Background: an optimization exercise with open tools, aiming at small area, a short achievable clock period and few clock cycles per item. Do not read the settings as production practice.
The RTL was checked by simulation tests, not by an equivalence proof against the original design.
Power is estimated from default activity; no workload was simulated.

$ cat flow/flow/run.sh
#!/bin/bash
# Layout flow: the standard flow, with two changes between its steps.
#  1. After the standard synthesis, flow/fapol.py re-chooses the polarity of
#     each full adder cell (a full adder is self-dual) to drop the inverters
#     that Yosys's adder extraction leaves between them, and turns an xor2
#     with one inverted input into an xnor2 (or back). Registers and all
#     other cells are untouched.
#  2. Ports are buffered with sky130_fd_sc_hd__buf_1 instead of the
#     flow's default buffer cell (every port still gets its own buffer).
# Each tool's output goes to a log file of its own in this folder.
set -euo pipefail
R=orfs/results/sky130hd/word_tokenizer_fnv1a_hasher_top/base
bash standard.sh synth > 1_standard_synth.log 2>&1
cp $R/1_2_yosys.v 1_2_yosys.standard.v
python3 flow/fapol.py 1_2_yosys.standard.v $R/1_2_yosys.v > 2_fapol.log 2>&1
touch $R/1_2_yosys.v
bash standard.sh BUFFER_PORTS_ARGS="-buffer_cell sky130_fd_sc_hd__buf_1" finish > 3_standard_finish.log 2>&1
$ cat flow/flow/fapol.py
#!/usr/bin/env python3
"""Choose the polarity of each full adder cell in a Yosys netlist so that as
few inverters as possible remain.

A full adder is self-dual: complementing its three inputs complements its sum
and carry. Yosys's adder extraction leaves many inverters between full
adders; this picks, for every fa cell, whether to build it on complemented
inputs (giving complemented outputs), then rebuilds the inverters: at most
one per signal, from the signal's net. Only inverters are removed or added
and only fa inputs are rewired; registers and all other cells are unchanged.

usage: fapol.py IN.v OUT.v
"""
import re, sys, random

src = open(sys.argv[1]).read()
m = re.search(r'^module\s+(\S+)\((.*?)\);\n', src, re.M | re.S)
head_end = m.end()
end_mod = src.rindex('endmodule')
body = src[head_end:end_mod]

decl_re = re.compile(r'^\s*(input|output|inout|wire)\s+(\[\d+:\d+\]\s+)?(\S+)\s*;\s*$', re.M)
inst_re = re.compile(r'^\s*(sky130_fd_sc_hd__\w+)\s+(\S+)\s*\((.*?)\);\s*$', re.M | re.S)
pin_re = re.compile(r'\.(\w+)\(\s*(.*?)\s*\)\s*(?:,|$)', re.S)

decls = []
ports = set()
for d in decl_re.finditer(body):
    decls.append(d.group(0))
    if d.group(1) in ('output',):
        rng = d.group(2)
        name = d.group(3)
        if rng:
            hi, lo = map(int, re.findall(r'\d+', rng))
            for i in range(min(hi, lo), max(hi, lo) + 1):
                ports.add(f'{name}[{i}]')
        else:
            ports.add(name)

OUTPINS = {'X', 'Y', 'Q', 'Q_N', 'SUM', 'COUT', 'HI', 'LO'}
cells = []
for c in inst_re.finditer(body):
    typ, name, pins = c.group(1), c.group(2), c.group(3)
    conn = {}
    for p in pin_re.finditer(pins):
        conn[p.group(1)] = p.group(2).strip()
    cells.append({'type': typ, 'name': name, 'conn': conn})

def is_inv(c):
    return re.match(r'sky130_fd_sc_hd__(clk)?inv_\d+$', c['type']) is not None

def norm(n):
    return n.strip()

driver = {}
for c in cells:
    for p, n in c['conn'].items():
        if p in OUTPINS:
            driver[norm(n)] = (c, p)

# inverters that drive a port stay as they are (treated as ordinary cells)
invs = [c for c in cells if is_inv(c) and norm(c['conn']['Y']) not in ports]
inv_set = set(id(c) for c in invs)

def resolve(n):
    n = norm(n); p = 0
    while n in driver and id(driver[n][0]) in inv_set:
        n = norm(driver[n][0]['conn']['A']); p ^= 1
    return n, p

fas = [c for c in cells if c['type'].startswith('sky130_fd_sc_hd__fa_')]
fa_idx = {id(c): i for i, c in enumerate(fas)}
sig_fa = {}                      # signal net -> fa index that drives it
for i, c in enumerate(fas):
    sig_fa[norm(c['conn']['SUM'])] = i
    sig_fa[norm(c['conn']['COUT'])] = i

# consumers: (cell, pin, signal, polarity)
cons = []
for c in cells:
    if id(c) in inv_set:
        continue
    for p, n in c['conn'].items():
        if p in OUTPINS:
            continue
        s, pol = resolve(n)
        cons.append((c, p, s, pol))
# signals that reach a port other than through kept cells: freeze their fa
frozen = set()
for n in ports:
    s, pol = resolve(n)
    if s in sig_fa and (s != norm(n)):
        frozen.add(sig_fa[s])

by_sig = {}
for k, (c, p, s, pol) in enumerate(cons):
    by_sig.setdefault(s, []).append(k)
fa_sigs = [set() for _ in fas]
for k, (c, p, s, pol) in enumerate(cons):
    if id(c) in fa_idx:
        fa_sigs[fa_idx[id(c)]].add(s)
    if s in sig_fa:
        fa_sigs[sig_fa[s]].add(s)

flip = [0] * len(fas)

def is_xor(c):
    return re.match(r'sky130_fd_sc_hd__x(n)?or2_\d+$', c['type']) is not None

def sig_cost(s):
    phi = flip[sig_fa[s]] if s in sig_fa else 0
    for k in by_sig.get(s, []):
        c, p, _, pol = cons[k]
        if is_xor(c):
            continue
        eff = pol ^ (flip[fa_idx[id(c)]] if id(c) in fa_idx else 0)
        if eff != phi:
            return 1
    return 0

def total():
    return sum(sig_cost(s) for s in by_sig)

before = total()
random.seed(1)
best_flip, best = list(flip), before
for restart in range(30):
    flip[:] = [0] * len(fas) if restart == 0 else [random.randint(0, 1) if i not in frozen else 0 for i in range(len(fas))]
    order = list(range(len(fas)))
    for rnd in range(60):
        improved = False
        random.shuffle(order)
        for i in order:
            if i in frozen:
                continue
            old = sum(sig_cost(s) for s in fa_sigs[i])
            flip[i] ^= 1
            new = sum(sig_cost(s) for s in fa_sigs[i])
            if new < old:
                improved = True
            elif new == old and random.random() < 0.3:
                pass
            else:
                flip[i] ^= 1
        if not improved and rnd > 15:
            break
    cur = total()
    if cur < best:
        best, best_flip = cur, list(flip)
flip[:] = best_flip
after = total()

def esc(n):
    n = norm(n)
    return n + ' ' if n.startswith('\\') else n

# rebuild: drop resolved inverters, one new inverter per signal that needs it
inv_of = {}
new_wires, new_cells = [], []
kept_inv_type = {}
for c in invs:
    s, _ = resolve(c['conn']['Y'])
    kept_inv_type.setdefault(s, c['type'])
cnt = 0
def inv_net(s):
    global cnt
    if s not in inv_of:
        cnt += 1
        w = f'_fapol_{cnt}_'
        inv_of[s] = w
        new_wires.append(f'  wire {w};')
        t = kept_inv_type.get(s, 'sky130_fd_sc_hd__inv_1')
        new_cells.append(f'  {t} _fapol_inv_{cnt}_ (\n    .A({esc(s)}),\n    .Y({w})\n  );')
    return inv_of[s]

swap = {}
for k, (c, p, s, pol) in enumerate(cons):
    phi = flip[sig_fa[s]] if s in sig_fa else 0
    eff = pol ^ (flip[fa_idx[id(c)]] if id(c) in fa_idx else 0)
    if is_xor(c):
        c['conn'][p] = s
        if eff != phi:
            swap[id(c)] = swap.get(id(c), 0) ^ 1
        continue
    c['conn'][p] = s if eff == phi else inv_net(s)
n_swap = 0
for c in cells:
    if swap.get(id(c)):
        n_swap += 1
        m2 = re.match(r'sky130_fd_sc_hd__(x(?:n)?or2)_(\d+)$', c['type'])
        kind, drive = m2.group(1), m2.group(2)
        if kind == 'xor2':
            c['type'] = f'sky130_fd_sc_hd__xnor2_{drive}'
            c['conn'] = {('Y' if q == 'X' else q): n for q, n in c['conn'].items()}
        else:
            c['type'] = f'sky130_fd_sc_hd__xor2_{drive}'
            c['conn'] = {('X' if q == 'Y' else q): n for q, n in c['conn'].items()}

dead = set(norm(c['conn']['Y']) for c in invs)
out = [src[:head_end]]
for d in decls:
    mm = decl_re.match(d)
    if mm.group(1) == 'wire' and not mm.group(2) and norm(mm.group(3)) in dead:
        continue
    out.append(d + '\n')
out += [w + '\n' for w in new_wires]
for c in cells:
    if id(c) in inv_set:
        continue
    pins = ',\n'.join(f'    .{p}({esc(n)})' for p, n in c['conn'].items())
    out.append(f"  {c['type']} {c['name']} (\n{pins}\n  );\n")
out += [x + '\n' for x in new_cells]
out.append(src[end_mod:])
open(sys.argv[2], 'w').write(''.join(out))
print(f'fapol: {len(fas)} full adders, {sum(flip)} flipped, {len(frozen)} frozen, {n_swap} xor/xnor swapped; '
      f'inverters {len(invs)} -> {len(inv_of)} (signal cost {before} -> {after})')
$ cat flow/standard.sh
#!/bin/bash
# synth_recipe.tcl (not shown) runs the flow's synth.tcl, then flattens the netlist and writes it again
# the make line also repeats each setting of config.mk as NAME=value (left out here)
make -C /OpenROAD-flow-scripts/flow DESIGN_CONFIG=/design/flow/config.mk WORK_HOME=/design/flow/orfs CLKGATE_MAP_FILE= SYNTH_SCRIPT=/design/flow/synth_recipe.tcl "${@:-finish}"
$ cat flow/config.mk
export PLATFORM = sky130hd
export DESIGN_NAME = word_tokenizer_fnv1a_hasher_top
export DESIGN_NICKNAME = word_tokenizer_fnv1a_hasher_top
export VERILOG_FILES = /design/flow/design.v
export SDC_FILE = /design/flow/constraint.sdc
export NUM_CORES = 4
export LEC_CHECK = 0
export ABC_AREA = 1
export CAP_MARGIN = 20
export CORE_MARGIN = 2
export CORE_UTILIZATION = 40
export CTS_BUF_LIST = sky130_fd_sc_hd__clkbuf_8
export CTS_CLUSTER_SIZE = 20
export PLACE_DENSITY = 0.7
export SETUP_SLACK_MARGIN = 3.0
export SLEW_MARGIN = 20
$ cat flow/constraint.sdc
create_clock -name core_clock -period 6.5 [get_ports {clk}]
set_input_delay 1.3000 -clock core_clock [delete_from_list [all_inputs] [get_ports {clk}]]
set_output_delay 1.3000 -clock core_clock [all_outputs]
set_load 0.01 [all_outputs]
$ cat flow/design.v
package wtok_pkg;
  localparam int unsigned LENGTH_WIDTH_DEF = 16;
  localparam logic [31:0] FNV_BASIS = 32'h811C_9DC5;
  localparam logic [31:0] FNV_PRIME = 32'h0100_0193;
  localparam logic [7:0] CHR_NUL = 8'h00;
  localparam logic [7:0] CHR_TAB = 8'h09;
  localparam logic [7:0] CHR_LF  = 8'h0A;
  localparam logic [7:0] CHR_VT  = 8'h0B;
  localparam logic [7:0] CHR_FF  = 8'h0C;
  localparam logic [7:0] CHR_CR  = 8'h0D;
  localparam logic [7:0] CHR_SP  = 8'h20;
  localparam logic [15:0] EOS_LENGTH = 16'd4;
  localparam int unsigned QUEUE_DEPTH = 4;
  localparam int unsigned QUEUE_PTR_W = $clog2(QUEUE_DEPTH);
  localparam int unsigned QUEUE_CNT_W = $clog2(QUEUE_DEPTH + 1);
  typedef struct packed {
    logic [7:0] data_byte;
    logic       end_of_input;
  } byte_t;
  typedef struct packed {
    logic [31:0] word_hash;
    logic [15:0] word_length;
    logic        is_eos;
    logic        last;
  } token_t;
  localparam int unsigned TOKEN_W = 50;  
  localparam logic [31:0] EOS_HASH = 32'hD79C_9359;
endpackage
import wtok_pkg::*;
module wtok_room (
  input  logic [1:0] cls,
  input  logic       in_word,
  input  logic [1:0] e_pre,
  input  logic       w_own,
  input  logic       e_post,
  input  logic       take,
  output logic       ok
);
  logic       e_front;
  logic [1:0] e_pre1;
  logic       w_own1;
  logic       e_post1;
  always_comb begin
    e_front = (e_pre != 2'd0);
    e_pre1  = e_pre;
    w_own1  = w_own;
    e_post1 = e_post;
    if (take) begin
      if (e_front) begin
        e_pre1 = e_pre - 2'd1;
      end else if (w_own) begin
        w_own1  = 1'b0;
        e_pre1  = {1'b0, e_post};
        e_post1 = 1'b0;
      end
    end
    case (cls)
      2'd1:    ok = in_word || !w_own;
      2'd2:    ok = in_word || (w_own1 ? !e_post1 : (e_pre1 != 2'd2));
      2'd3:    ok = 1'b1;
      default: ok = 1'b0;
    endcase
  end
endmodule
module word_tokenizer_fnv1a_hasher_top #(
  parameter int unsigned LENGTH_WIDTH = wtok_pkg::LENGTH_WIDTH_DEF
) (
  input  logic   clk,
  input  logic   rst,
  input  logic   byte_valid,
  output logic   byte_ready,
  input  wtok_pkg::byte_t  byte_data,
  output logic   token_valid,
  input  logic   token_ready,
  output wtok_pkg::token_t token_data
);
  localparam logic [1:0] C_NONE = 2'd0;
  localparam logic [1:0] C_WORD = 2'd1;
  localparam logic [1:0] C_LF   = 2'd2;
  localparam logic [1:0] C_END  = 2'd3;
  logic [1:0]  ib_cls;
  logic        ib_b7;
  logic                    in_word;
  logic [31:0]             hash_r;
  logic [LENGTH_WIDTH-1:0] len_r;
  logic                    last_r;
  logic [1:0]  e_pre;
  logic        w_own;
  logic        e_post;
  logic        rdy_nt;
  logic        rdy_t;
  logic        e_front;
  logic        word_end;
  logic        imm_w;
  logic        take;
  logic        w_now;       
  logic        w_give;      
  logic        ok;
  logic        hash_upd;
  logic        hash_clr;
  logic        byte_xfer;
  logic        in_space;
  logic [1:0]  in_cls;
  logic [6:0]  in_low;
  logic [31:0] mix_out;
  logic [31:0] mixed;
  logic [6:0]  hlo_n;
  logic        w_next_nt;   
  logic        w_next_t;    
  logic [1:0]  ib_cls_n;
  logic        in_word_n;
  logic [1:0]  e_pre_n;
  logic        w_own_n;
  logic        e_post_n;
  logic        ok_nt_n;
  logic        ok_t_n;
  assign e_front     = (e_pre != 2'd0);
  assign word_end    = in_word && ib_cls[1];
  assign imm_w       = word_end && !e_front;
  assign token_valid = e_front || w_own || imm_w;
  assign take        = token_valid && token_ready;
  assign token_data.word_hash   = e_front ? EOS_HASH : hash_r;
  assign token_data.word_length = e_front ? EOS_LENGTH : 16'(len_r);
  assign token_data.is_eos      = e_front;
  assign token_data.last        = e_front || (w_own ? last_r : ib_cls[0]);
  assign byte_ready = rdy_nt || (token_ready && rdy_t);
  assign byte_xfer  = byte_valid && byte_ready;
  wtok_room u_room (
    .cls(ib_cls), .in_word(in_word), .e_pre(e_pre), .w_own(w_own),
    .e_post(e_post), .take(take), .ok(ok)
  );
  always_comb begin
    w_now    = imm_w && token_ready;
    w_give   = take && !e_front && w_own;
    hash_upd = (ib_cls == C_WORD) && ok;
    hash_clr = w_now || w_give;
    in_space = (byte_data.data_byte == CHR_SP)  || (byte_data.data_byte == CHR_LF) ||
               (byte_data.data_byte == CHR_CR)  || (byte_data.data_byte == CHR_TAB) ||
               (byte_data.data_byte == CHR_VT)  || (byte_data.data_byte == CHR_FF) ||
               (byte_data.data_byte == CHR_NUL);
    if (byte_data.end_of_input)                 in_cls = C_END;
    else if (byte_data.data_byte == CHR_LF)     in_cls = C_LF;
    else if (in_space)                          in_cls = C_END;
    else                                        in_cls = C_WORD;
    in_low = byte_data.data_byte[6:0] ^ {7{byte_data.data_byte[7]}};
    if (byte_xfer)   ib_cls_n = in_cls;
    else if (ok)     ib_cls_n = C_NONE;
    else             ib_cls_n = ib_cls;
    e_pre_n   = e_pre;
    w_own_n   = w_own;
    e_post_n  = e_post;
    in_word_n = in_word;
    if (take && !imm_w) begin
      if (e_front) begin
        e_pre_n = e_pre - 2'd1;
      end else begin
        w_own_n  = 1'b0;
        e_pre_n  = {1'b0, e_post};
        e_post_n = 1'b0;
      end
    end
    if (ok) begin
      case (ib_cls)
        C_WORD: in_word_n = 1'b1;
        C_LF: begin
          in_word_n = 1'b0;
          if (in_word) begin
            if (w_now) begin
              e_pre_n  = e_pre_n + 2'd1;
            end else begin
              w_own_n  = 1'b1;
              e_post_n = 1'b1;
            end
          end else if (w_own_n) begin
            e_post_n = 1'b1;
          end else begin
            e_pre_n  = e_pre_n + 2'd1;
          end
        end
        C_END: begin
          in_word_n = 1'b0;
          if (in_word && !w_now) w_own_n = 1'b1;
        end
        default: ;
      endcase
    end
    mixed = mix_out;
    if (rst || hash_clr) hlo_n = FNV_BASIS[6:0];
    else if (hash_upd)   hlo_n = mixed[6:0];
    else                 hlo_n = hash_r[6:0];
    if (byte_xfer && in_cls == C_WORD) hlo_n = hlo_n ^ in_low;
    w_next_nt = w_own_n || (in_word_n && ib_cls_n[1]);
    w_next_t  = (e_pre_n != 2'd0) && w_next_nt;
  end
  fnv_mul u_mul (.x(hash_r), .e(ib_b7), .y(mix_out));
  wtok_room u_room_nt (
    .cls(ib_cls_n), .in_word(in_word_n), .e_pre(e_pre_n), .w_own(w_own_n),
    .e_post(e_post_n), .take(1'b0), .ok(ok_nt_n)
  );
  wtok_room u_room_t (
    .cls(ib_cls_n), .in_word(in_word_n), .e_pre(e_pre_n), .w_own(w_own_n),
    .e_post(e_post_n), .take(1'b1), .ok(ok_t_n)
  );
  always_ff @(posedge clk) begin
    if (rst) begin
      ib_cls  <= C_NONE;
      in_word <= 1'b0;
      e_pre   <= 2'd0;
      w_own   <= 1'b0;
      e_post  <= 1'b0;
      rdy_nt  <= 1'b1;
      rdy_t   <= 1'b1;
    end else begin
      ib_cls  <= ib_cls_n;
      in_word <= in_word_n;
      e_pre   <= e_pre_n;
      w_own   <= w_own_n;
      e_post  <= e_post_n;
      rdy_nt  <= ((ib_cls_n == C_NONE) || ok_nt_n) && !w_next_nt;
      rdy_t   <= ((ib_cls_n == C_NONE) || ok_t_n) && !w_next_t;
    end
  end
  always_ff @(posedge clk) begin
    if (byte_xfer) begin
      ib_b7 <= byte_data.data_byte[7];
    end
  end
  always_ff @(posedge clk) begin
    if (rst || hash_clr) begin
      hash_r[31:7] <= FNV_BASIS[31:7];
      len_r        <= '0;
    end else if (hash_upd) begin
      hash_r[31:7] <= mixed[31:7];
      if (len_r != '1) begin
        len_r <= len_r + LENGTH_WIDTH'(1);
      end
    end
  end
  always_ff @(posedge clk) begin
    hash_r[6:0] <= hlo_n;
  end
  always_ff @(posedge clk) begin
    if (ok && word_end && !w_now) begin
      last_r <= (ib_cls == C_END);
    end
  end
endmodule
module fnv_mul (
  input  logic [31:0] x,
  input  logic        e,
  output logic [31:0] y
);
  logic fs0;
  logic fc0;
  logic fs1;
  logic fc1;
  logic fs2;
  logic fc2;
  logic fs3;
  logic fc3;
  logic fs4;
  logic fc4;
  logic fs5;
  logic fc5;
  logic fs6;
  logic fc6;
  logic fs7;
  logic fc7;
  logic fs8;
  logic fc8;
  logic fs9;
  logic fc9;
  logic fs10;
  logic fc10;
  logic fs11;
  logic fc11;
  logic fs12;
  logic fc12;
  logic fs13;
  logic fc13;
  logic fs14;
  logic fc14;
  logic fs15;
  logic fc15;
  logic fs16;
  logic fc16;
  logic fs17;
  logic fc17;
  logic fs18;
  logic fc18;
  logic fs19;
  logic fc19;
  logic fs20;
  logic fc20;
  logic fs21;
  logic fc21;
  logic fs22;
  logic fc22;
  logic fs23;
  logic fc23;
  logic fs24;
  logic fc24;
  logic fs25;
  logic fc25;
  logic fs26;
  logic fc26;
  logic fs27;
  logic fc27;
  logic fs28;
  logic fc28;
  logic fs29;
  logic fc29;
  logic fs30;
  logic fc30;
  logic fs31;
  logic fc31;
  logic fs32;
  logic fc32;
  logic fs33;
  logic fc33;
  logic fs34;
  logic fc34;
  logic fs35;
  logic fc35;
  logic fs36;
  logic fc36;
  logic fs37;
  logic fc37;
  logic fs38;
  logic fc38;
  logic fs39;
  logic fc39;
  logic fs40;
  logic fc40;
  logic fs41;
  logic fc41;
  logic fs42;
  logic fc42;
  logic fs43;
  logic fc43;
  logic fs44;
  logic fc44;
  logic fs45;
  logic fc45;
  logic fs46;
  logic fc46;
  logic fs47;
  logic fc47;
  logic fs48;
  logic fc48;
  logic fs49;
  logic fc49;
  logic fs50;
  logic fc50;
  logic fs51;
  logic fc51;
  logic fs52;
  logic fc52;
  logic fs53;
  logic fc53;
  logic fs54;
  logic fc54;
  logic fs55;
  logic fc55;
  logic fs56;
  logic fc56;
  logic fs57;
  logic fc57;
  logic fs58;
  logic fc58;
  logic fs59;
  logic fc59;
  logic fs60;
  logic fc60;
  logic fs61;
  logic fc61;
  logic fs62;
  logic fc62;
  logic fs63;
  logic fc63;
  logic fs64;
  logic fc64;
  logic fs65;
  logic fc65;
  logic fs66;
  logic fc66;
  logic fs67;
  logic fc67;
  logic fs68;
  logic fc68;
  logic fs69;
  logic fc69;
  logic fs70;
  logic fc70;
  logic fs71;
  logic fc71;
  logic fs72;
  logic fc72;
  logic fs73;
  logic fc73;
  logic fs74;
  logic fc74;
  logic fs75;
  logic fc75;
  logic fs76;
  logic fc76;
  logic fs77;
  logic fc77;
  logic fs78;
  logic fc78;
  logic fs79;
  logic fc79;
  logic fs80;
  logic fc80;
  logic fs81;
  logic fc81;
  logic fs82;
  logic fc82;
  logic fs83;
  logic fc83;
  logic fs84;
  logic fc84;
  logic [31:0] ra, rb;
  assign fs0 = x[4] ^ x[3] ^ x[0];
  assign fc0 = (x[4] & x[3]) | (x[4] & x[0]) | (x[3] & x[0]);
  assign fs1 = x[5] ^ x[4] ^ x[1];
  assign fc1 = (x[5] & x[4]) | (x[5] & x[1]) | (x[4] & x[1]);
  assign fs2 = x[6] ^ x[5] ^ x[2];
  assign fc2 = (x[6] & x[5]) | (x[6] & x[2]) | (x[5] & x[2]);
  assign fs3 = x[7] ^ x[6] ^ x[3];
  assign fc3 = (x[7] & x[6]) | (x[7] & x[3]) | (x[6] & x[3]);
  assign fs4 = x[0] ^ e ^ fc2;
  assign fc4 = (x[0] & e) | (x[0] & fc2) | (e & fc2);
  assign fs5 = x[8] ^ x[7] ^ x[4];
  assign fc5 = (x[8] & x[7]) | (x[8] & x[4]) | (x[7] & x[4]);
  assign fs6 = x[1] ^ x[0] ^ e;
  assign fc6 = (x[1] & x[0]) | (x[1] & e) | (x[0] & e);
  assign fs7 = fc3 ^ fs5 ^ fs6;
  assign fc7 = (fc3 & fs5) | (fc3 & fs6) | (fs5 & fs6);
  assign fs8 = x[9] ^ x[8] ^ x[5];
  assign fc8 = (x[9] & x[8]) | (x[9] & x[5]) | (x[8] & x[5]);
  assign fs9 = x[2] ^ x[1] ^ fc5;
  assign fc9 = (x[2] & x[1]) | (x[2] & fc5) | (x[1] & fc5);
  assign fs10 = fc6 ^ fs8 ^ fc7;
  assign fc10 = (fc6 & fs8) | (fc6 & fc7) | (fs8 & fc7);
  assign fs11 = x[10] ^ x[9] ^ x[6];
  assign fc11 = (x[10] & x[9]) | (x[10] & x[6]) | (x[9] & x[6]);
  assign fs12 = x[3] ^ x[2] ^ fc8;
  assign fc12 = (x[3] & x[2]) | (x[3] & fc8) | (x[2] & fc8);
  assign fs13 = fs11 ^ fc9 ^ fs12;
  assign fc13 = (fs11 & fc9) | (fs11 & fs12) | (fc9 & fs12);
  assign fs14 = x[11] ^ x[10] ^ x[7];
  assign fc14 = (x[11] & x[10]) | (x[11] & x[7]) | (x[10] & x[7]);
  assign fs15 = x[4] ^ x[3] ^ fc11;
  assign fc15 = (x[4] & x[3]) | (x[4] & fc11) | (x[3] & fc11);
  assign fs16 = fs14 ^ fc12 ^ fs15;
  assign fc16 = (fs14 & fc12) | (fs14 & fs15) | (fc12 & fs15);
  assign fs17 = x[12] ^ x[11] ^ x[8];
  assign fc17 = (x[12] & x[11]) | (x[12] & x[8]) | (x[11] & x[8]);
  assign fs18 = x[5] ^ x[4] ^ fc14;
  assign fc18 = (x[5] & x[4]) | (x[5] & fc14) | (x[4] & fc14);
  assign fs19 = fs17 ^ fc15 ^ fs18;
  assign fc19 = (fs17 & fc15) | (fs17 & fs18) | (fc15 & fs18);
  assign fs20 = x[13] ^ x[12] ^ x[9];
  assign fc20 = (x[13] & x[12]) | (x[13] & x[9]) | (x[12] & x[9]);
  assign fs21 = x[6] ^ x[5] ^ fc17;
  assign fc21 = (x[6] & x[5]) | (x[6] & fc17) | (x[5] & fc17);
  assign fs22 = fs20 ^ fc18 ^ fs21;
  assign fc22 = (fs20 & fc18) | (fs20 & fs21) | (fc18 & fs21);
  assign fs23 = x[14] ^ x[13] ^ x[10];
  assign fc23 = (x[14] & x[13]) | (x[14] & x[10]) | (x[13] & x[10]);
  assign fs24 = x[7] ^ x[6] ^ fc20;
  assign fc24 = (x[7] & x[6]) | (x[7] & fc20) | (x[6] & fc20);
  assign fs25 = fs23 ^ fc21 ^ fs24;
  assign fc25 = (fs23 & fc21) | (fs23 & fs24) | (fc21 & fs24);
  assign fs26 = x[15] ^ x[14] ^ x[11];
  assign fc26 = (x[15] & x[14]) | (x[15] & x[11]) | (x[14] & x[11]);
  assign fs27 = x[8] ^ x[7] ^ fc23;
  assign fc27 = (x[8] & x[7]) | (x[8] & fc23) | (x[7] & fc23);
  assign fs28 = fs26 ^ fc24 ^ fs27;
  assign fc28 = (fs26 & fc24) | (fs26 & fs27) | (fc24 & fs27);
  assign fs29 = x[16] ^ x[15] ^ x[12];
  assign fc29 = (x[16] & x[15]) | (x[16] & x[12]) | (x[15] & x[12]);
  assign fs30 = x[9] ^ x[8] ^ fc26;
  assign fc30 = (x[9] & x[8]) | (x[9] & fc26) | (x[8] & fc26);
  assign fs31 = fs29 ^ fc27 ^ fs30;
  assign fc31 = (fs29 & fc27) | (fs29 & fs30) | (fc27 & fs30);
  assign fs32 = x[17] ^ x[16] ^ x[13];
  assign fc32 = (x[17] & x[16]) | (x[17] & x[13]) | (x[16] & x[13]);
  assign fs33 = x[10] ^ x[9] ^ fc29;
  assign fc33 = (x[10] & x[9]) | (x[10] & fc29) | (x[9] & fc29);
  assign fs34 = fs32 ^ fc30 ^ fs33;
  assign fc34 = (fs32 & fc30) | (fs32 & fs33) | (fc30 & fs33);
  assign fs35 = x[18] ^ x[17] ^ x[14];
  assign fc35 = (x[18] & x[17]) | (x[18] & x[14]) | (x[17] & x[14]);
  assign fs36 = x[11] ^ x[10] ^ fc32;
  assign fc36 = (x[11] & x[10]) | (x[11] & fc32) | (x[10] & fc32);
  assign fs37 = fs35 ^ fc33 ^ fs36;
  assign fc37 = (fs35 & fc33) | (fs35 & fs36) | (fc33 & fs36);
  assign fs38 = x[19] ^ x[18] ^ x[15];
  assign fc38 = (x[19] & x[18]) | (x[19] & x[15]) | (x[18] & x[15]);
  assign fs39 = x[12] ^ x[11] ^ fc35;
  assign fc39 = (x[12] & x[11]) | (x[12] & fc35) | (x[11] & fc35);
  assign fs40 = fs38 ^ fc36 ^ fs39;
  assign fc40 = (fs38 & fc36) | (fs38 & fs39) | (fc36 & fs39);
  assign fs41 = x[20] ^ x[19] ^ x[16];
  assign fc41 = (x[20] & x[19]) | (x[20] & x[16]) | (x[19] & x[16]);
  assign fs42 = x[13] ^ x[12] ^ fc38;
  assign fc42 = (x[13] & x[12]) | (x[13] & fc38) | (x[12] & fc38);
  assign fs43 = fs41 ^ fc39 ^ fs42;
  assign fc43 = (fs41 & fc39) | (fs41 & fs42) | (fc39 & fs42);
  assign fs44 = x[21] ^ x[20] ^ x[17];
  assign fc44 = (x[21] & x[20]) | (x[21] & x[17]) | (x[20] & x[17]);
  assign fs45 = x[14] ^ x[13] ^ fc41;
  assign fc45 = (x[14] & x[13]) | (x[14] & fc41) | (x[13] & fc41);
  assign fs46 = fs44 ^ fc42 ^ fs45;
  assign fc46 = (fs44 & fc42) | (fs44 & fs45) | (fc42 & fs45);
  assign fs47 = x[22] ^ x[21] ^ x[18];
  assign fc47 = (x[22] & x[21]) | (x[22] & x[18]) | (x[21] & x[18]);
  assign fs48 = x[15] ^ x[14] ^ fc44;
  assign fc48 = (x[15] & x[14]) | (x[15] & fc44) | (x[14] & fc44);
  assign fs49 = fs47 ^ fc45 ^ fs48;
  assign fc49 = (fs47 & fc45) | (fs47 & fs48) | (fc45 & fs48);
  assign fs50 = x[23] ^ x[22] ^ x[19];
  assign fc50 = (x[23] & x[22]) | (x[23] & x[19]) | (x[22] & x[19]);
  assign fs51 = x[16] ^ x[15] ^ fc47;
  assign fc51 = (x[16] & x[15]) | (x[16] & fc47) | (x[15] & fc47);
  assign fs52 = fs50 ^ fc48 ^ fs51;
  assign fc52 = (fs50 & fc48) | (fs50 & fs51) | (fc48 & fs51);
  assign fs53 = x[24] ^ x[23] ^ x[20];
  assign fc53 = (x[24] & x[23]) | (x[24] & x[20]) | (x[23] & x[20]);
  assign fs54 = x[17] ^ x[16] ^ x[0];
  assign fc54 = (x[17] & x[16]) | (x[17] & x[0]) | (x[16] & x[0]);
  assign fs55 = e ^ fc50 ^ fs53;
  assign fc55 = (e & fc50) | (e & fs53) | (fc50 & fs53);
  assign fs56 = fs54 ^ fc51 ^ fs55;
  assign fc56 = (fs54 & fc51) | (fs54 & fs55) | (fc51 & fs55);
  assign fs57 = x[25] ^ x[24] ^ x[21];
  assign fc57 = (x[25] & x[24]) | (x[25] & x[21]) | (x[24] & x[21]);
  assign fs58 = x[18] ^ x[17] ^ x[1];
  assign fc58 = (x[18] & x[17]) | (x[18] & x[1]) | (x[17] & x[1]);
  assign fs59 = fc53 ^ fc54 ^ fs57;
  assign fc59 = (fc53 & fc54) | (fc53 & fs57) | (fc54 & fs57);
  assign fs60 = fs58 ^ fc55 ^ fs59;
  assign fc60 = (fs58 & fc55) | (fs58 & fs59) | (fc55 & fs59);
  assign fs61 = x[26] ^ x[25] ^ x[22];
  assign fc61 = (x[26] & x[25]) | (x[26] & x[22]) | (x[25] & x[22]);
  assign fs62 = x[19] ^ x[18] ^ x[2];
  assign fc62 = (x[19] & x[18]) | (x[19] & x[2]) | (x[18] & x[2]);
  assign fs63 = fc57 ^ fc58 ^ fs61;
  assign fc63 = (fc57 & fc58) | (fc57 & fs61) | (fc58 & fs61);
  assign fs64 = fs62 ^ fc59 ^ fs63;
  assign fc64 = (fs62 & fc59) | (fs62 & fs63) | (fc59 & fs63);
  assign fs65 = x[27] ^ x[26] ^ x[23];
  assign fc65 = (x[27] & x[26]) | (x[27] & x[23]) | (x[26] & x[23]);
  assign fs66 = x[20] ^ x[19] ^ x[3];
  assign fc66 = (x[20] & x[19]) | (x[20] & x[3]) | (x[19] & x[3]);
  assign fs67 = fc61 ^ fc62 ^ fs65;
  assign fc67 = (fc61 & fc62) | (fc61 & fs65) | (fc62 & fs65);
  assign fs68 = fs66 ^ fc63 ^ fs67;
  assign fc68 = (fs66 & fc63) | (fs66 & fs67) | (fc63 & fs67);
  assign fs69 = x[28] ^ x[27] ^ x[24];
  assign fc69 = (x[28] & x[27]) | (x[28] & x[24]) | (x[27] & x[24]);
  assign fs70 = x[21] ^ x[20] ^ x[4];
  assign fc70 = (x[21] & x[20]) | (x[21] & x[4]) | (x[20] & x[4]);
  assign fs71 = fc65 ^ fc66 ^ fs69;
  assign fc71 = (fc65 & fc66) | (fc65 & fs69) | (fc66 & fs69);
  assign fs72 = fs70 ^ fc67 ^ fs71;
  assign fc72 = (fs70 & fc67) | (fs70 & fs71) | (fc67 & fs71);
  assign fs73 = x[29] ^ x[28] ^ x[25];
  assign fc73 = (x[29] & x[28]) | (x[29] & x[25]) | (x[28] & x[25]);
  assign fs74 = x[22] ^ x[21] ^ x[5];
  assign fc74 = (x[22] & x[21]) | (x[22] & x[5]) | (x[21] & x[5]);
  assign fs75 = fc69 ^ fc70 ^ fs73;
  assign fc75 = (fc69 & fc70) | (fc69 & fs73) | (fc70 & fs73);
  assign fs76 = fs74 ^ fc71 ^ fs75;
  assign fc76 = (fs74 & fc71) | (fs74 & fs75) | (fc71 & fs75);
  assign fs77 = x[30] ^ x[29] ^ x[26];
  assign fc77 = (x[30] & x[29]) | (x[30] & x[26]) | (x[29] & x[26]);
  assign fs78 = x[23] ^ x[22] ^ x[6];
  assign fc78 = (x[23] & x[22]) | (x[23] & x[6]) | (x[22] & x[6]);
  assign fs79 = fc73 ^ fc74 ^ fs77;
  assign fc79 = (fc73 & fc74) | (fc73 & fs77) | (fc74 & fs77);
  assign fs80 = fs78 ^ fc75 ^ fs79;
  assign fc80 = (fs78 & fc75) | (fs78 & fs79) | (fc75 & fs79);
  assign fs81 = x[31] ^ x[30] ^ x[27];
  assign fc81 = (x[31] & x[30]) | (x[31] & x[27]) | (x[30] & x[27]);
  assign fs82 = x[24] ^ x[23] ^ x[7];
  assign fc82 = (x[24] & x[23]) | (x[24] & x[7]) | (x[23] & x[7]);
  assign fs83 = fc77 ^ fc78 ^ fs81;
  assign fc83 = (fc77 & fc78) | (fc77 & fs81) | (fc78 & fs81);
  assign fs84 = fs82 ^ fc79 ^ fs83;
  assign fc84 = (fs82 & fc79) | (fs82 & fs83) | (fc79 & fs83);
  assign ra[0] = x[0];
  assign rb[0] = e;
  assign ra[1] = x[1];
  assign rb[1] = x[0];
  assign ra[2] = x[2];
  assign rb[2] = x[1];
  assign ra[3] = x[3];
  assign rb[3] = x[2];
  assign ra[4] = e;
  assign rb[4] = fs0;
  assign ra[5] = fc0;
  assign rb[5] = fs1;
  assign ra[6] = fc1;
  assign rb[6] = fs2;
  assign ra[7] = fs3;
  assign rb[7] = fs4;
  assign ra[8] = fc4;
  assign rb[8] = fs7;
  assign ra[9] = fs9;
  assign rb[9] = fs10;
  assign ra[10] = fc10;
  assign rb[10] = fs13;
  assign ra[11] = fc13;
  assign rb[11] = fs16;
  assign ra[12] = fc16;
  assign rb[12] = fs19;
  assign ra[13] = fc19;
  assign rb[13] = fs22;
  assign ra[14] = fc22;
  assign rb[14] = fs25;
  assign ra[15] = fc25;
  assign rb[15] = fs28;
  assign ra[16] = fc28;
  assign rb[16] = fs31;
  assign ra[17] = fc31;
  assign rb[17] = fs34;
  assign ra[18] = fc34;
  assign rb[18] = fs37;
  assign ra[19] = fc37;
  assign rb[19] = fs40;
  assign ra[20] = fc40;
  assign rb[20] = fs43;
  assign ra[21] = fc43;
  assign rb[21] = fs46;
  assign ra[22] = fc46;
  assign rb[22] = fs49;
  assign ra[23] = fc49;
  assign rb[23] = fs52;
  assign ra[24] = fc52;
  assign rb[24] = fs56;
  assign ra[25] = fc56;
  assign rb[25] = fs60;
  assign ra[26] = fc60;
  assign rb[26] = fs64;
  assign ra[27] = fc64;
  assign rb[27] = fs68;
  assign ra[28] = fc68;
  assign rb[28] = fs72;
  assign ra[29] = fc72;
  assign rb[29] = fs76;
  assign ra[30] = fc76;
  assign rb[30] = fs80;
  assign ra[31] = fc80;
  assign rb[31] = fs84;
  logic [31:0] g0, p0;
  assign g0 = ra & rb;
  assign p0 = ra ^ rb;
  logic gc0;
  assign gc0 = g0[0] | (p0[0] & e);
  logic gn1, pn1;
  assign gn1 = g0[1] | (p0[1] & gc0);
  assign pn1 = p0[1] & p0[0];
  logic gn2, pn2;
  assign gn2 = g0[3] | (p0[3] & g0[2]);
  assign pn2 = p0[3] & p0[2];
  logic gn3, pn3;
  assign gn3 = g0[5] | (p0[5] & g0[4]);
  assign pn3 = p0[5] & p0[4];
  logic gn4, pn4;
  assign gn4 = g0[7] | (p0[7] & g0[6]);
  assign pn4 = p0[7] & p0[6];
  logic gn5, pn5;
  assign gn5 = g0[9] | (p0[9] & g0[8]);
  assign pn5 = p0[9] & p0[8];
  logic gn6, pn6;
  assign gn6 = g0[11] | (p0[11] & g0[10]);
  assign pn6 = p0[11] & p0[10];
  logic gn7, pn7;
  assign gn7 = g0[13] | (p0[13] & g0[12]);
  assign pn7 = p0[13] & p0[12];
  logic gn8, pn8;
  assign gn8 = g0[15] | (p0[15] & g0[14]);
  assign pn8 = p0[15] & p0[14];
  logic gn9, pn9;
  assign gn9 = g0[17] | (p0[17] & g0[16]);
  assign pn9 = p0[17] & p0[16];
  logic gn10, pn10;
  assign gn10 = g0[19] | (p0[19] & g0[18]);
  assign pn10 = p0[19] & p0[18];
  logic gn11, pn11;
  assign gn11 = g0[21] | (p0[21] & g0[20]);
  assign pn11 = p0[21] & p0[20];
  logic gn12, pn12;
  assign gn12 = g0[23] | (p0[23] & g0[22]);
  assign pn12 = p0[23] & p0[22];
  logic gn13, pn13;
  assign gn13 = g0[25] | (p0[25] & g0[24]);
  assign pn13 = p0[25] & p0[24];
  logic gn14, pn14;
  assign gn14 = g0[27] | (p0[27] & g0[26]);
  assign pn14 = p0[27] & p0[26];
  logic gn15, pn15;
  assign gn15 = g0[29] | (p0[29] & g0[28]);
  assign pn15 = p0[29] & p0[28];
  logic gn16, pn16;
  assign gn16 = g0[31] | (p0[31] & g0[30]);
  assign pn16 = p0[31] & p0[30];
  logic gn17, pn17;
  assign gn17 = g0[2] | (p0[2] & gn1);
  assign pn17 = p0[2] & pn1;
  logic gn18, pn18;
  assign gn18 = gn2 | (pn2 & gn1);
  assign pn18 = pn2 & pn1;
  logic gn19, pn19;
  assign gn19 = g0[6] | (p0[6] & gn3);
  assign pn19 = p0[6] & pn3;
  logic gn20, pn20;
  assign gn20 = gn4 | (pn4 & gn3);
  assign pn20 = pn4 & pn3;
  logic gn21, pn21;
  assign gn21 = g0[10] | (p0[10] & gn5);
  assign pn21 = p0[10] & pn5;
  logic gn22, pn22;
  assign gn22 = gn6 | (pn6 & gn5);
  assign pn22 = pn6 & pn5;
  logic gn23, pn23;
  assign gn23 = g0[14] | (p0[14] & gn7);
  assign pn23 = p0[14] & pn7;
  logic gn24, pn24;
  assign gn24 = gn8 | (pn8 & gn7);
  assign pn24 = pn8 & pn7;
  logic gn25, pn25;
  assign gn25 = g0[18] | (p0[18] & gn9);
  assign pn25 = p0[18] & pn9;
  logic gn26, pn26;
  assign gn26 = gn10 | (pn10 & gn9);
  assign pn26 = pn10 & pn9;
  logic gn27, pn27;
  assign gn27 = g0[22] | (p0[22] & gn11);
  assign pn27 = p0[22] & pn11;
  logic gn28, pn28;
  assign gn28 = gn12 | (pn12 & gn11);
  assign pn28 = pn12 & pn11;
  logic gn29, pn29;
  assign gn29 = g0[26] | (p0[26] & gn13);
  assign pn29 = p0[26] & pn13;
  logic gn30, pn30;
  assign gn30 = gn14 | (pn14 & gn13);
  assign pn30 = pn14 & pn13;
  logic gn31, pn31;
  assign gn31 = g0[30] | (p0[30] & gn15);
  assign pn31 = p0[30] & pn15;
  logic gn32, pn32;
  assign gn32 = gn16 | (pn16 & gn15);
  assign pn32 = pn16 & pn15;
  logic gn33, pn33;
  assign gn33 = g0[4] | (p0[4] & gn18);
  assign pn33 = p0[4] & pn18;
  logic gn34, pn34;
  assign gn34 = gn3 | (pn3 & gn18);
  assign pn34 = pn3 & pn18;
  logic gn35, pn35;
  assign gn35 = gn19 | (pn19 & gn18);
  assign pn35 = pn19 & pn18;
  logic gn36, pn36;
  assign gn36 = gn20 | (pn20 & gn18);
  assign pn36 = pn20 & pn18;
  logic gn37, pn37;
  assign gn37 = g0[12] | (p0[12] & gn22);
  assign pn37 = p0[12] & pn22;
  logic gn38, pn38;
  assign gn38 = gn7 | (pn7 & gn22);
  assign pn38 = pn7 & pn22;
  logic gn39, pn39;
  assign gn39 = gn23 | (pn23 & gn22);
  assign pn39 = pn23 & pn22;
  logic gn40, pn40;
  assign gn40 = gn24 | (pn24 & gn22);
  assign pn40 = pn24 & pn22;
  logic gn41, pn41;
  assign gn41 = g0[20] | (p0[20] & gn26);
  assign pn41 = p0[20] & pn26;
  logic gn42, pn42;
  assign gn42 = gn11 | (pn11 & gn26);
  assign pn42 = pn11 & pn26;
  logic gn43, pn43;
  assign gn43 = gn27 | (pn27 & gn26);
  assign pn43 = pn27 & pn26;
  logic gn44, pn44;
  assign gn44 = gn28 | (pn28 & gn26);
  assign pn44 = pn28 & pn26;
  logic gn45, pn45;
  assign gn45 = g0[28] | (p0[28] & gn30);
  assign pn45 = p0[28] & pn30;
  logic gn46, pn46;
  assign gn46 = gn15 | (pn15 & gn30);
  assign pn46 = pn15 & pn30;
  logic gn47, pn47;
  assign gn47 = gn31 | (pn31 & gn30);
  assign pn47 = pn31 & pn30;
  logic gn48, pn48;
  assign gn48 = gn32 | (pn32 & gn30);
  assign pn48 = pn32 & pn30;
  logic gn49, pn49;
  assign gn49 = g0[8] | (p0[8] & gn36);
  assign pn49 = p0[8] & pn36;
  logic gn50, pn50;
  assign gn50 = gn5 | (pn5 & gn36);
  assign pn50 = pn5 & pn36;
  logic gn51, pn51;
  assign gn51 = gn21 | (pn21 & gn36);
  assign pn51 = pn21 & pn36;
  logic gn52, pn52;
  assign gn52 = gn22 | (pn22 & gn36);
  assign pn52 = pn22 & pn36;
  logic gn53, pn53;
  assign gn53 = gn37 | (pn37 & gn36);
  assign pn53 = pn37 & pn36;
  logic gn54, pn54;
  assign gn54 = gn38 | (pn38 & gn36);
  assign pn54 = pn38 & pn36;
  logic gn55, pn55;
  assign gn55 = gn39 | (pn39 & gn36);
  assign pn55 = pn39 & pn36;
  logic gn56, pn56;
  assign gn56 = gn40 | (pn40 & gn36);
  assign pn56 = pn40 & pn36;
  logic gn57, pn57;
  assign gn57 = g0[24] | (p0[24] & gn44);
  assign pn57 = p0[24] & pn44;
  logic gn58, pn58;
  assign gn58 = gn13 | (pn13 & gn44);
  assign pn58 = pn13 & pn44;
  logic gn59, pn59;
  assign gn59 = gn29 | (pn29 & gn44);
  assign pn59 = pn29 & pn44;
  logic gn60, pn60;
  assign gn60 = gn30 | (pn30 & gn44);
  assign pn60 = pn30 & pn44;
  logic gn61, pn61;
  assign gn61 = gn45 | (pn45 & gn44);
  assign pn61 = pn45 & pn44;
  logic gn62, pn62;
  assign gn62 = gn46 | (pn46 & gn44);
  assign pn62 = pn46 & pn44;
  logic gn63, pn63;
  assign gn63 = gn47 | (pn47 & gn44);
  assign pn63 = pn47 & pn44;
  logic gn64, pn64;
  assign gn64 = gn48 | (pn48 & gn44);
  assign pn64 = pn48 & pn44;
  logic gn65, pn65;
  assign gn65 = g0[16] | (p0[16] & gn56);
  assign pn65 = p0[16] & pn56;
  logic gn66, pn66;
  assign gn66 = gn9 | (pn9 & gn56);
  assign pn66 = pn9 & pn56;
  logic gn67, pn67;
  assign gn67 = gn25 | (pn25 & gn56);
  assign pn67 = pn25 & pn56;
  logic gn68, pn68;
  assign gn68 = gn26 | (pn26 & gn56);
  assign pn68 = pn26 & pn56;
  logic gn69, pn69;
  assign gn69 = gn41 | (pn41 & gn56);
  assign pn69 = pn41 & pn56;
  logic gn70, pn70;
  assign gn70 = gn42 | (pn42 & gn56);
  assign pn70 = pn42 & pn56;
  logic gn71, pn71;
  assign gn71 = gn43 | (pn43 & gn56);
  assign pn71 = pn43 & pn56;
  logic gn72, pn72;
  assign gn72 = gn44 | (pn44 & gn56);
  assign pn72 = pn44 & pn56;
  logic gn73, pn73;
  assign gn73 = gn57 | (pn57 & gn56);
  assign pn73 = pn57 & pn56;
  logic gn74, pn74;
  assign gn74 = gn58 | (pn58 & gn56);
  assign pn74 = pn58 & pn56;
  logic gn75, pn75;
  assign gn75 = gn59 | (pn59 & gn56);
  assign pn75 = pn59 & pn56;
  logic gn76, pn76;
  assign gn76 = gn60 | (pn60 & gn56);
  assign pn76 = pn60 & pn56;
  logic gn77, pn77;
  assign gn77 = gn61 | (pn61 & gn56);
  assign pn77 = pn61 & pn56;
  logic gn78, pn78;
  assign gn78 = gn62 | (pn62 & gn56);
  assign pn78 = pn62 & pn56;
  logic gn79, pn79;
  assign gn79 = gn63 | (pn63 & gn56);
  assign pn79 = pn63 & pn56;
  logic gn80, pn80;
  assign gn80 = gn64 | (pn64 & gn56);
  assign pn80 = pn64 & pn56;
  logic [31:0] pe;
  assign pe = p0 ^ {32{e}};
  assign y[0] = pe[0] ^ e;
  assign y[1] = pe[1] ^ gc0;
  assign y[2] = pe[2] ^ gn1;
  assign y[3] = pe[3] ^ gn17;
  assign y[4] = pe[4] ^ gn18;
  assign y[5] = pe[5] ^ gn33;
  assign y[6] = pe[6] ^ gn34;
  assign y[7] = pe[7] ^ gn35;
  assign y[8] = pe[8] ^ gn36;
  assign y[9] = pe[9] ^ gn49;
  assign y[10] = pe[10] ^ gn50;
  assign y[11] = pe[11] ^ gn51;
  assign y[12] = pe[12] ^ gn52;
  assign y[13] = pe[13] ^ gn53;
  assign y[14] = pe[14] ^ gn54;
  assign y[15] = pe[15] ^ gn55;
  assign y[16] = pe[16] ^ gn56;
  assign y[17] = pe[17] ^ gn65;
  assign y[18] = pe[18] ^ gn66;
  assign y[19] = pe[19] ^ gn67;
  assign y[20] = pe[20] ^ gn68;
  assign y[21] = pe[21] ^ gn69;
  assign y[22] = pe[22] ^ gn70;
  assign y[23] = pe[23] ^ gn71;
  assign y[24] = pe[24] ^ gn72;
  assign y[25] = pe[25] ^ gn73;
  assign y[26] = pe[26] ^ gn74;
  assign y[27] = pe[27] ^ gn75;
  assign y[28] = pe[28] ^ gn76;
  assign y[29] = pe[29] ^ gn77;
  assign y[30] = pe[30] ^ gn78;
  assign y[31] = pe[31] ^ gn79;
endmodule
==> impl_summary.txt, run 1 <==
----------------------------------------------------
[Status]
  Result of the run ... complete, no violations

[GRT]
  Total overflow reported by the global router ... 0
  Global-route wire length before repair ... 26.9 mm
  Met1 usage ... 24.3%
  Maximum number of pins on one net before global-route repair ... 37
  GRT Resource Usage Total ... 19.2%
  Met3 GRT Util ... 3.82%
  Most crowded layer after global routing ... met2
  GR Layer Usage met2 ... 33.0%
  Antenna violations before repair ... 0
  Via count of the first global-routing pass ... 5523

[Placement]
  Post-DP HPWL ... 11.6 mm
  Placed insts ... 1078
  Port bufs ... 64
  Weighted congestion reported at the end of routability-driven placement ... 0.936

[Final layout]
  Final cell count without fillers ... 1122
  Syn-to-layout area delta ... 18.3%
  Fraction of layout cells with a size suffix above 1 ... 14.6%
  Fin nets ... 1033
  Antenna Diode Count ... 0
  Most used cells in the layout excluding fill and tap cells ... sky130_fd_sc_hd__nand2_1 (132), sky130_fd_sc_hd__inv_1 (108), sky130_fd_sc_hd__fa_1 (77), sky130_fd_sc_hd__a21oi_1 (71), sky130_fd_sc_hd__nor2_1 (67)
  Leading cell type in the layout, fill and taps excluded ... sky130_fd_sc_hd__nand2_1

[Worst setup path]
  Slack of the worst reg-to-reg path ... 2960 ps
  Worst Path Required ... 6790 ps
  Count of buffer and inverter cells on the critical path ... 3
  CP max stage delay ... 540 ps
  Cell class contributing the biggest share of worst-path delay ... adder cells
  Most frequent cell on the critical path ... sky130_fd_sc_hd__nand2_2
  Arrival time of data at the critical path endpoint ... 3840 ps
  Critical Path End Type ... register
  Startpoint types ... register
  Crit path kind ... register to register
  Critical Path Fanout Max ... 5
  Critical Path, Cell by Cell ... buf_12 -> fa_1 -> fa_2 -> fa_1 -> ha_4 -> a21oi_4 -> o21ai_2 -> inv_2 -> nor2_2 -> a211oi_2 -> nand2_2 -> buf_6 -> nand2_2 -> nand2_2 -> nand2_2 -> nand2_1 -> nand2_1 -> nand2_1 -> a21oi_1
  Crit-path slowest cell ... sky130_fd_sc_hd__fa_1

[Synth]
  Post-synthesis instance area ... 0.00651 mm²
  Warnings, synthesis ... 2
  Post-synthesis instance total ... 817
  Avg Synthesized Cell Area ... 7.97 µm²
  Syn Nets ... 949

[Clocking]
  Clk latency of the worst-skew pair ... 370 ps
  Buffer depth of the longest clock path ... 2
  CTS HTree Levels ... 3
  CTS buffer count ... 9
  Hold-fix buffers at CTS ... 0
  Number of clock sinks ... 59
  Root Driver ... sky130_fd_sc_hd__clkbuf_8
  Clock tree from TritonCTS ... built
  Clock-pin slew reported for the worst setup and hold paths after clock tree synthesis ... 70 ps

[Route]
  Routed WL per cell ... 14.7 µm
  Vias post-DR ... 5583
  Number of DRC violations after detailed-routing iteration 0 ... 324
  Wire length reported by the detailed router ... 16.5 mm
  Remaining antenna violation count ... 0
  Number of remaining DRC errors ... 0
  Pre-antenna DRT Iters ... 4
  Vias per cell ... 4.98

[Worst hold path]
  Worst hold-check path type ... register to register

[STA]
  Final slew viol count ... 0
  Fin crit period ... 3540 ps
  Share of the clock period used by the worst path after layout ... 54.5%
  Worst hold slack after final layout ... 500 ps
  Setup repair after global routing missed its margin ... true
  Hold Violations, Final ... 0
  Transition time at the pin with the least slew margin ... 860 ps
  Worst-case headroom to the max-slew limit ... 42.6%
  FMAX ... 282 MHz
  Clk_skew ... 7.92 ps
  Final setup violation count ... 0
  Sum of negative setup slack ... 0 ps

[Floorplan]
  Die Height ... 132 µm
  I/O Pins ... 65
  Starting Density ... 41.0%
  Die ar. ... 0.0173 mm²
  Die Wd ... 132 µm
  Total core area ... 0.0159 mm²
  Cell Rows ... 46

[Flow run]
  Maxcap violations ... 0

[Power and ir drop]
  Static Leakage ... 3.29 nW
  IR drop worst, VDD ... 172 µV
  Pwr per Cell Area ... 369 mW/mm²

----------------------------------------------------
-- timing repair --
action / in CTS / in global routing
pin swaps: 6 / 16
cloned: 1 / 2
resized for setup: 47 / 40
endpoints found under the setup margin: 31 / 19
setup buffers: 9 / 16
-- report_power, final --
part	total, mW	internal (mW)	switching (mW)	leakage, nW
registers	0.439	0.383	0.0564	0.488
logic	2.02	0.930	1.09	2.70
clock network	0.381	0.214	0.167	0.103
total	2.84	1.53	1.32	3.29
-- stage by stage --
stage	util (%)	instance area (µm²)	setup slack [ps]	power [mW]
after floorplan	-	6510	3010	1.79
after detailed placement	43.8	6950	2350	2.08
final	48.5	7700	2960	2.84
after global placement	43.8	6950	2410	2.06
after CTS	46.7	7420	2990	2.63
after global routing	48.5	7700	2760	3.11
-- final timing paths --
check	startpoint	end	cells after the start
setup reg to reg	ib_b7	hash_r[25]	19
hold reg to reg	len_r[1]	len_r[1]	2
setup / recovery	ib_b7	hash_r[25]	19
hold / removal	len_r[1]	len_r[1]	2
-- worst min-delay path, cell delays in order (launching register included) --
cell and delay, ps:
sky130_fd_sc_hd__dfxtp_1 330, sky130_fd_sc_hd__inv_1 70, sky130_fd_sc_hd__a21oi_1 50
-- final cells by class --
cell class	count	area, µm²
timing repair buffer	94	520
sequential	59	1260
fill	1545	8180
multi-input combinational	627	5020
clock buffer	9	124
inverter	110	413
tap	216	270
clock inverter	7	92.6
-- sequential cells by signal (all words and copies together) (netlist names) --
name     flops
in_word      1
rdy_nt       1
e_post       1
hash_r      32
ib_cls       2
last_r       1
e_pre        2
len_r       16
ib_b7        1
w_own        1
rdy_t        1
-- layer usage --
layer,wire length (µm),share of wire (%),vias up
li1,-,-,2778
met1,7300,44,2651
met2,7960,48,126
met3,907,5.5,28
met4,322,2.0,0
met5,0,0,-
Testbench counts, summed over its fixed seeds: cycles 24,016, bytes 24,000.
==> inputs of run 2 (changes only) <==
--- a/flow/config.mk
+++ b/flow/config.mk
@@ -13,4 +13,3 @@
 export CTS_CLUSTER_SIZE = 20
-export PLACE_DENSITY = 0.7
-export SETUP_SLACK_MARGIN = 3.0
+export SETUP_SLACK_MARGIN = 3.2
 export SLEW_MARGIN = 20
==> run 2 against run 1 <==
  * Global-route usage up 1.1 points
  * Non-clock buffer count is 5 higher
  * Largest cell class unchanged
  * Total power rose by 4.8%
  * Clock skew about the same
  * Die area is the same
  * Still clean
==> impl_summary.txt, run 2 <==
----------------------------------------------------
[Status]
  Result of the run ... complete, no violations

[STA]
  Final slew viol count ... 0 (unchanged)
  Sum of negative setup slack ... 0 ps (unchanged)
  Fin crit period ... 3610 ps (+68.7 ps)
  FMAX ... 277 MHz (-1.9%)
  Hold Violations, Final ... 0 (unchanged)
  Setup repair after global routing missed its margin ... true
  Transition time at the pin with the least slew margin ... 924 ps (+63.8 ps)
  Clk_skew ... 7.85 ps (-0.0675 ps)
  Worst-case headroom to the max-slew limit ... 38.3% (-4.3 points)
  Share of the clock period used by the worst path after layout ... 55.5% (+1.1 points)
  Final setup violation count ... 0 (unchanged)

[Final layout]
  Most used cells in the layout excluding fill and tap cells ... sky130_fd_sc_hd__nand2_1 (127), sky130_fd_sc_hd__inv_1 (108), sky130_fd_sc_hd__fa_1 (77), sky130_fd_sc_hd__a21oi_1 (75), sky130_fd_sc_hd__nor2_1 (66)
  Fraction of layout cells with a size suffix above 1 ... 15.9% (+1.3 points)
  Total non-filler cell area in the finished layout ... 0.00779 mm² (+1.1%)
  Antenna Diode Count ... 0 (unchanged)
  Leading cell type in the layout, fill and taps excluded ... sky130_fd_sc_hd__nand2_1
  Max FFs per register ... 32 (unchanged)
  Most flop-heavy register ... hash_r
  Syn-to-layout area delta ... 19.7%
  Biggest regs ... hash_r: 32 flops, len_r: 16 flops
  Fin nets ... 1038 (+0.48%)

[Power and ir drop]
  Total power ... 2.98 mW (+4.8%)
  Combinational Power Share ... 71.8% (+0.6 points)
  Part of the total power dissipated in the clock network ... 13.5% (about the same)
  Static Leakage ... 3.34 nW (+1.4%)
  Pwr per Cell Area ... 383 mW/mm² (+3.6%)
  Switching Fraction ... 45.7% (-0.64 points)
  IR drop worst, VDD ... 166 µV (-3.7%)
  Psw ... 1.36 mW (+3.3%)
  Int Pwr ... 1.62 mW (+6.0%)
  Power share of the sequential group ... 14.7% (-0.7 points)

[Synth]
  Syn Nets ... 949 (unchanged)
  Warnings, synthesis ... 2 (unchanged)
  Avg Synthesized Cell Area ... 7.97 µm² (unchanged)
  Post-synthesis instance total ... 817 (unchanged)
  Post-synthesis instance area ... 0.00651 mm² (unchanged)

[Floorplan]
  I/O Pins ... 65 (unchanged)
  Die Height ... 132 µm (unchanged)
  Die Wd ... 132 µm (unchanged)
  Starting Density ... 41.0% (unchanged)
  Die ar. ... 0.0173 mm² (unchanged)
  Total core area ... 0.0159 mm² (unchanged)
  Cell Rows ... 46 (unchanged)

[Clocking]
  CTS HTree Levels ... 3 (unchanged)
  Clock-pin slew reported for the worst setup and hold paths after clock tree synthesis ... 70 ps (about the same)
  Number of clock sinks ... 59 (unchanged)
  Buffer depth of the longest clock path ... 2 (unchanged)
  CTS buffer count ... 9 (unchanged)
  Root Driver ... sky130_fd_sc_hd__clkbuf_8
  Hold-fix buffers at CTS ... 0 (unchanged)
  Clk latency of the worst-skew pair ... 380 ps (about the same)
  Clock tree from TritonCTS ... built

[GRT]
  Global-route wire length before repair ... 28.0 mm (+3.9%)
  Via count of the first global-routing pass ... 5505 (-0.33%)
  Total overflow reported by the global router ... 0 (unchanged)
  GRT Resource Usage Total ... 20.3% (+1.1 points)
  Antenna violations before repair ... 0 (unchanged)
  Maximum number of pins on one net before global-route repair ... 37 (unchanged)

[Worst hold path]
  Worst hold-check path type ... register to register

[Route]
  Pre-antenna DRT Iters ... 5 (+1)
  Routed WL per cell ... 15.4 µm (+4.8%)
  Number of DRC violations after detailed-routing iteration 0 ... 280 (-14%)
  Vias per cell ... 5.01 (+0.72%)
  Vias post-DR ... 5648 (+1.2%)
  Number of remaining DRC errors ... 0 (unchanged)
  Wire length reported by the detailed router ... 17.4 mm (+5.3%)
  Remaining antenna violation count ... 0 (unchanged)

[Worst setup path]
  Worst Path Required ... 6750 ps (-40 ps)
  Critical Path Fanout Max ... 5 (unchanged)
  Arrival time of data at the critical path endpoint ... 3860 ps (+20 ps)
  Crit path kind ... register to register
  Critical Path End Type ... register
  Startpoint types ... register

[Placement]
  Port bufs ... 64 (unchanged)
  Weighted congestion reported at the end of routability-driven placement ... 0.915 (-2.3%)
  Cell area after placement ... 0.00701 mm² (+0.79%)
  Post-DP HPWL ... 12.0 mm (+3.6%)

[Flow run]
  Maxcap violations ... 0 (unchanged)

----------------------------------------------------
==> run 2: power groups by stage <==
stage	Clock [mW]	Combinational [mW]	Sequential, mW
global placement	0	1.69	0.453
floorplan	0	1.41	0.432
finish	0.402	2.14	0.438
global route	0.424	2.38	0.444
CTS	0.411	1.91	0.443
detailed placement	0	1.70	0.453
==> run 2: through the flow <==
step                      hold WS (ps)  instances  setup WS (ps)  util (%)
final                              494       1127           2890      49.0
after global routing               537       1127           2770      49.0
after CTS                          497       1112           2970      47.5
after detailed placement           487       1079           2270      44.1
after global placement             485       1079           2370      44.1
after floorplan                    461        817           3160         -
==> run 2: layout make-up <==
type	count	area [µm²]
clock buffer	11	151
clock inverter	5	76.3
fill	1599	8100
inverter	110	413
multi-input combinational	627	5060
sequential	59	1260
tap	216	270
timing repair buffer	99	553
==> run 2: final timing paths <==
path                            startpoint  cells past startpoint          to  slack, ps
worst min register to register    len_r[8]                      2    len_r[8]        490
worst max-delay path                 ib_b7                     15  hash_r[17]       2890
worst max register to register       ib_b7                     15  hash_r[17]       2890
worst min-delay path              len_r[8]                      2    len_r[8]        490
==> run 2: critical path: stages, from the launching register on <==
cell	delay [ps]
sky130_fd_sc_hd__edfxtp_1	430
sky130_fd_sc_hd__buf_12	150
sky130_fd_sc_hd__fa_1	490
sky130_fd_sc_hd__fa_2	370
sky130_fd_sc_hd__fa_1	550
sky130_fd_sc_hd__ha_4	220
sky130_fd_sc_hd__a21oi_4	140
sky130_fd_sc_hd__o21ai_2	70
sky130_fd_sc_hd__inv_2	70
sky130_fd_sc_hd__nor2_2	40
sky130_fd_sc_hd__a211oi_2	270
sky130_fd_sc_hd__nand2_4	130
sky130_fd_sc_hd__buf_4	180
sky130_fd_sc_hd__a21oi_2	120
sky130_fd_sc_hd__xor2_1	160
sky130_fd_sc_hd__a21oi_1	80
==> run 2: what timing repair did <==
| action | CTS | global route |
|---|---|---|
| setup endpoints to repair | 54 | 43 |
| cloned | 1 | 1 |
| endpoints found under the hold margin | 0 | 0 |
| gates resized for setup | 46 | 33 |
| setup buffers | 16 | 14 |
| pin swaps | 9 | 14 |
==> run 2: routing by layer <==
metal,up-vias,wire (µm),track usage (%)
met2,125,8190,33.4
met5,-,0,0
li1,2792,-,-
met3,21,685,3.32
met1,2710,8130,27.6
met4,0,347,5.74
==> inputs of run 3 (changes only) <==
--- a/flow/config.mk
+++ b/flow/config.mk
@@ -13,3 +13,5 @@
 export CTS_CLUSTER_SIZE = 20
-export SETUP_SLACK_MARGIN = 3.2
+export PLACE_DENSITY = 0.7
+export SETUP_SLACK_MARGIN = 2.8
 export SLEW_MARGIN = 20
+export TNS_END_PERCENT = 20
==> run 3 against run 2 <==
  * Clock power decreased by 5.0%
  * Synthesized cell count unchanged
  * Area after synthesis is the same
  * Sequential power hardly changed
  * Critical path type unchanged
  * Clock-buffer cell count fell by 2
  * Final area fell by 4.4%
  * Still clean on timing, DRC and antenna
  * Sequential cell count stayed put
==> impl_summary.txt, run 3 <==
----------------------------------------------------
[Worst setup path]
  Startpoint types ... register
  Arrival time of data at the critical path endpoint ... 3850 ps (about the same)
  Launching point of the worst reg2reg path ... ib_b7
  Worst Path Required ... 6740 ps (about the same)
  Critical Path End Type ... register

[STA]
  FMAX ... 277 MHz (about the same)
  Setup repair after global routing missed its margin ... true
  Hold Violations, Final ... 0 (unchanged)
  Worst setup margin ... 2890 ps (+2.61 ps)
  Final slew viol count ... 0 (unchanged)
  Transition time at the pin with the least slew margin ... 870 ps (-54.3 ps)
  Final setup violation count ... 0 (unchanged)
  Clk_skew ... 9.04 ps (+1.19 ps)
  Fin crit period ... 3610 ps (-2.61 ps)
  Sum of negative setup slack ... 0 ps (unchanged)
  Share of the clock period used by the worst path after layout ... 55.5% (about the same)
  Worst-case headroom to the max-slew limit ... 41.9% (+3.6 points)

[Clocking]
  Clock-pin slew reported for the worst setup and hold paths after clock tree synthesis ... 80 ps (about the same)
  Clock tree from TritonCTS ... built
  Number of clock sinks ... 59 (unchanged)
  Root Driver ... sky130_fd_sc_hd__clkbuf_8
  Hold-fix buffers at CTS ... 0 (unchanged)
  CTS buffer count ... 9 (unchanged)

[Placement]
  Weighted congestion reported at the end of routability-driven placement ... 0.936 (+2.3%)
  Cell area after placement ... 0.00695 mm² (-0.79%)
  Placement Setup Slack ... 2350 ps (+77.4 ps)
  Port bufs ... 64 (unchanged)

[Final layout]
  Total non-filler cell area in the finished layout ... 0.00744 mm² (-4.4%)
  Max FFs per register ... 32 (unchanged)
  Fin nets ... 1017 (-2.0%)
  Biggest regs ... hash_r: 32 flops, len_r: 16 flops
  Most used cells in the layout excluding fill and tap cells ... sky130_fd_sc_hd__nand2_1 (133), sky130_fd_sc_hd__inv_1 (109), sky130_fd_sc_hd__fa_1 (80), sky130_fd_sc_hd__a21oi_1 (76), sky130_fd_sc_hd__nor2_1 (67)
  Syn-to-layout area delta ... 14.4%
  Fraction of layout cells with a size suffix above 1 ... 11.0% (-4.9 points)
  Leading cell type in the layout, fill and taps excluded ... sky130_fd_sc_hd__nand2_1
  Most flop-heavy register ... hash_r
  Antenna Diode Count ... 0 (unchanged)

[GRT]
  Via count of the first global-routing pass ... 5445 (-1.1%)
  Met3 GRT Util ... 3.43% (+0.12 points)
  Most crowded layer after global routing ... met2
  GRT Resource Usage Total ... 18.9% (-1.3 points)
  Maximum number of pins on one net before global-route repair ... 37 (unchanged)
  Antenna violations before repair ... 0 (unchanged)
  Met1 usage ... 24.1% (-3.5 points)
  Total overflow reported by the global router ... 0 (unchanged)
  Global-route wire length before repair ... 26.6 mm (-5.0%)

[Route]
  Routed WL per cell ... 14.3 µm (-7.3%)
  Vias post-DR ... 5466 (-3.2%)
  Vias per cell ... 4.94 (-1.4%)
  Remaining antenna violation count ... 0 (unchanged)
  Number of DRC violations after detailed-routing iteration 0 ... 313 (+12%)
  Number of remaining DRC errors ... 0 (unchanged)

[Worst hold path]
  Worst hold-check path type ... register to register
  End of the worst hold path ... len_r[1]
  Hold Path Depth ... 2 (unchanged)
  Start point of the worst min-delay path ... len_r[1]

[Floorplan]
  Die Height ... 132 µm (unchanged)
  Die ar. ... 0.0173 mm² (unchanged)
  Die Wd ... 132 µm (unchanged)
  Cell Rows ... 46 (unchanged)
  I/O Pins ... 65 (unchanged)
  Starting Density ... 41.0% (unchanged)

[Synth]
  Post-synthesis instance area ... 0.00651 mm² (unchanged)
  Avg Synthesized Cell Area ... 7.97 µm² (unchanged)
  Syn Nets ... 949 (unchanged)
  Post-synthesis instance total ... 817 (unchanged)
  Warnings, synthesis ... 2 (unchanged)

[Power and ir drop]
  Pwr per Cell Area ... 362 mW/mm² (-5.4%)
  IR drop worst, VDD ... 167 µV (+1.0%)

[Flow run]
  Maxcap violations ... 0 (unchanged)

[Status]
  Result of the run ... complete, no violations

----------------------------------------------------
-- run 3: layout make-up --
cell class / count / area [µm²]
Sequential cell: 59 / 1240
Tap cell: 216 / 270
Clock buffer: 9 / 124
Timing Repair Buffer: 79 / 392
Multi-Input combinational cell: 626 / 4910
Fill cell: 1578 / 8440
Clock inverter: 7 / 92.6
Inverter: 110 / 413
-- run 3: repair_timing --
action | 4_1_cts | 5_1_grt
pin swaps | 1 | 9
buffers inserted | 3 | 7
setup endpoints to repair | 16 | 15
gates cloned | 1 | 1
gates resized for setup | 23 | 33
-- run 3: worst max-delay path, cell delays in order, from the launching register on --
cell,delay [ps]
sky130_fd_sc_hd__edfxtp_1,430
sky130_fd_sc_hd__buf_12,150
sky130_fd_sc_hd__fa_1,500
sky130_fd_sc_hd__fa_2,390
sky130_fd_sc_hd__fa_1,560
sky130_fd_sc_hd__ha_4,220
sky130_fd_sc_hd__a21oi_2,150
sky130_fd_sc_hd__o21ai_1,70
sky130_fd_sc_hd__inv_1,80
sky130_fd_sc_hd__nor2_2,50
sky130_fd_sc_hd__a211oi_2,160
sky130_fd_sc_hd__nand2_2,150
sky130_fd_sc_hd__buf_4,180
sky130_fd_sc_hd__a21oi_1,140
sky130_fd_sc_hd__xor2_1,160
sky130_fd_sc_hd__a21oi_1,70
-- run 3: power breakdown --
part           internal, mW  total [mW]  switching, mW  leakage (nW)
Sequential            0.383       0.440         0.0568         0.486
Clock                 0.214       0.382          0.167         0.103
Combinational         0.847        1.87           1.02          2.61
Total                  1.44        2.69           1.25          3.20
-- run 3: through the flow --
stage	cells	util, %	hold slack [ps]
finish	1106	46.9	500
global route	1106	46.9	524
CTS	1098	45.8	502
detailed placement	1078	43.8	491
global placement	1078	43.8	481
floorplan	817	-	461
-- run 3: layer usage --
metal  up-vias  wire [µm]
met5         -          0
met2       115       7730
li1       2745          -
met4         0        206
met3        19        781
met1      2587       7070
-- run 3: how the worst max path moves through the flow --
stage | from | endpoint | cells after the start
final | ib_b7 | hash_r[17] | 15
after global routing | ib_b7 | hash_r[25] | 19
after CTS | hash_r[22] | hash_r[29] | 12
after detailed placement | ib_b7 | hash_r[21] | 19
after global placement | ib_b7 | hash_r[21] | 19
after floorplan | ib_b7 | hash_r[17] | 14

Check on run 3: ideal ports give 2.893 ns setup slack; a clkbuf_16 on the clock port and buf_2 on the inputs give 2.893 ns; moving port delays by the midpoint clock arrival (0.398 ns) as well gives 2.893 ns.
